From an optimization exercise on the open Yosys and OpenROAD flow, aimed at small area, a short achievable clock period and few clock cycles per item; shortcuts taken in it are not production practice.
Only simulation tests tie the RTL to the original design; equivalence was not proved.
Power and IR drop assume default switching activity.

== run A ==
==> flow/design.v (excerpt) <==
module gamepad_input_qualifier_top #(
  parameter int unsigned HOLD_WIDTH = 16
) (
  input  logic                                  clk_i,
  input  logic                                  rst_ni,
  input  logic [gpq_pkg::IN_TDATA_W-1:0]        s_axis_tdata,
  input  logic                                  s_axis_tvalid,
  output logic                                  s_axis_tready,
  output logic [gpq_pkg::OUT_TDATA_W-1:0]       m_axis_tdata,
  output logic                                  m_axis_tvalid,
  input  logic                                  m_axis_tready,
  input  logic                                  cfg_valid_i,
  output logic                                  cfg_ready_o,
  input  logic [gpq_pkg::CFG_IDX_W-1:0]         cfg_index_i,
  input  logic [gpq_pkg::CFG_DATA_W-1:0]        cfg_data_i
);
Size in the first run: roughly 900 flip-flops, roughly 250 I/O pins, ~0.052 mm2 of cells after synthesis.
clock: 8.0 ns
lec_check: 0
cap_margin: 20
core_margin: 2
core_utilization: 40
setup_slack_margin: 5
slew_margin: 20
run.sh (not shown) runs the stock make flow with config.mk's settings and CLKGATE_MAP_FILE= SYNTH_SCRIPT=/design/flow/synth_recipe.tcl, a recipe that flattens the netlist after the stock synthesis.
Run A | stages: all done | timing, DRC, antenna: all pass
Testbench counts of run A, summed over its fixed seeds: cycles 5,173, items 4,800.
[inputs] run B vs run A
# run A
export LEC_CHECK = 0
export CAP_MARGIN = 20
export CORE_MARGIN = 2
export CORE_UTILIZATION = 40
export SETUP_SLACK_MARGIN = 5
export SLEW_MARGIN = 20
create_clock -name core_clock -period 8.0 [get_ports {clk_i}]
# run B
export LEC_CHECK = 0
export CAP_MARGIN = 20
export CORE_MARGIN = 2
export CORE_UTILIZATION = 40
export SETUP_SLACK_MARGIN = 4
export SLEW_MARGIN = 20
create_clock -name core_clock -period 8.0 [get_ports {clk_i}]
Per the comparison of run B with run A, count of different cell masters after synthesis comparable, number of non-clock inverters lost 4, cell total after placement roughly the same, area growth from synthesis to layout shows a reduction of 12 points, clock-buffer cell count increased by 6 relative to the old numbers.
Compare run A and run B | net total in the final layout lower: run B
Measured against run B, the number of gates given a new drive strength after cts of run A comes out at 13 times the reference value.
Run B vs. run A: cell area after layout has decreased, power share of the clock group climbed 2.8 points, clock network contribution to total cell area has increased, sequential cell area in the final layout barely changed.
Changes in run C relative to run B:
# run B
export LEC_CHECK = 0
export CAP_MARGIN = 20
export CORE_MARGIN = 2
export CORE_UTILIZATION = 40
export SETUP_SLACK_MARGIN = 4
export SLEW_MARGIN = 20
create_clock -name core_clock -period 8.0 [get_ports {clk_i}]
# run C
export LEC_CHECK = 0
export CAP_MARGIN = 20
export CORE_MARGIN = 2
export CORE_UTILIZATION = 40
export SETUP_SLACK_MARGIN = 4.5
export SLEW_MARGIN = 20
create_clock -name core_clock -period 8.0 [get_ports {clk_i}]
Notes after the runs:
Run C vs. run B: non-clock buffer count moved up; largest clock skew in the final design held steady; remaining max-slew budget at the tightest pin has increased.
Run C against run B; final-layout clock buffer total is down by a few percent.
Comparing final worst-path cycle share for run B and run C, the smaller number came from run C.
In run C, the post-layout instance count excluding filler cells came out 1.3% above the value in run B.
A highest metal layer used by the detailed router of met4 is what run B shows, while met5 belongs to run C.
Edits applied to the flow inputs when going from run C to run D:
# run C
export LEC_CHECK = 0
export CAP_MARGIN = 20
export CORE_MARGIN = 2
export CORE_UTILIZATION = 40
export SETUP_SLACK_MARGIN = 4.5
export SLEW_MARGIN = 20
create_clock -name core_clock -period 8.0 [get_ports {clk_i}]
# run D
export LEC_CHECK = 0
export CAP_MARGIN = 20
export CORE_MARGIN = 2
export CORE_UTILIZATION = 40
export SETUP_SLACK_MARGIN = 3
export SLEW_MARGIN = 20
create_clock -name core_clock -period 8.0 [get_ports {clk_i}]
Findings:
- ~same met2 routed wirelength in run D and run C
- Length in cells of the worst reg-to-reg path sits lower in run D than in run C.
- Cmp run D and run C / power / higher: run C
- Design area of run D falls short of that of run C by a few percent.
- Looking only at biggest fanout along the worst timing path, and setting everything else aside, the higher value of run D and run C goes to run D.
- For portion of the layout cell area used by clock cells, run C and run D come out practically identical.
- Run D against run C; number of global-route vias before repair is down slightly.
- Run D reports a lower met3 demand-to-capacity share in global routing than run C does.
- Run D vs run C, via count went down by about 1.5%.
- Going from run C to run D, combinational fraction of design power shrinks by 1.8 points.
- Global-route wire length before repair delta for run D relative to run C: 0.90% lower

## re-timing with driven ports
In the flow no input, the clock included, has a driving cell. The finished layouts below were timed again as built, in two steps.
Step 1 (the two cells are an assumption about what drives the block):
set clk [get_ports {clk_i}]
set_driving_cell -lib_cell sky130_fd_sc_hd__clkbuf_16 $clk
set_driving_cell -lib_cell sky130_fd_sc_hd__buf_2 [delete_from_list [all_inputs] $clk]
Step 2 also shifts input and output timing later by t, the mid clock arrival at the registers, as if the neighbouring blocks saw the same clock.
Slacks: ideal / step 1 / step 2; pairs: ideal / step 1.
run	t, ns	setup WS [ns]	clock arrival spread, ns	worst register clock-pin slew, ns
run A	0.802	3.768 / 3.692 / 4.309	0.077 / 0.077	0.07 / 0.07
run B	0.789	3.757 / 3.683 / 3.565	0.066 / 0.066	0.07 / 0.07
run C	0.786	3.852 / 3.776 / 3.863	0.066 / 0.065	0.07 / 0.07
run D	0.784	3.229 / 3.158 / 3.051	0.034 / 0.034	0.07 / 0.07
After both steps every run listed still meets setup and hold. The setup slack of run B, which loses most, moves by -0.074 ns with the drivers and by -0.192 ns with both steps.
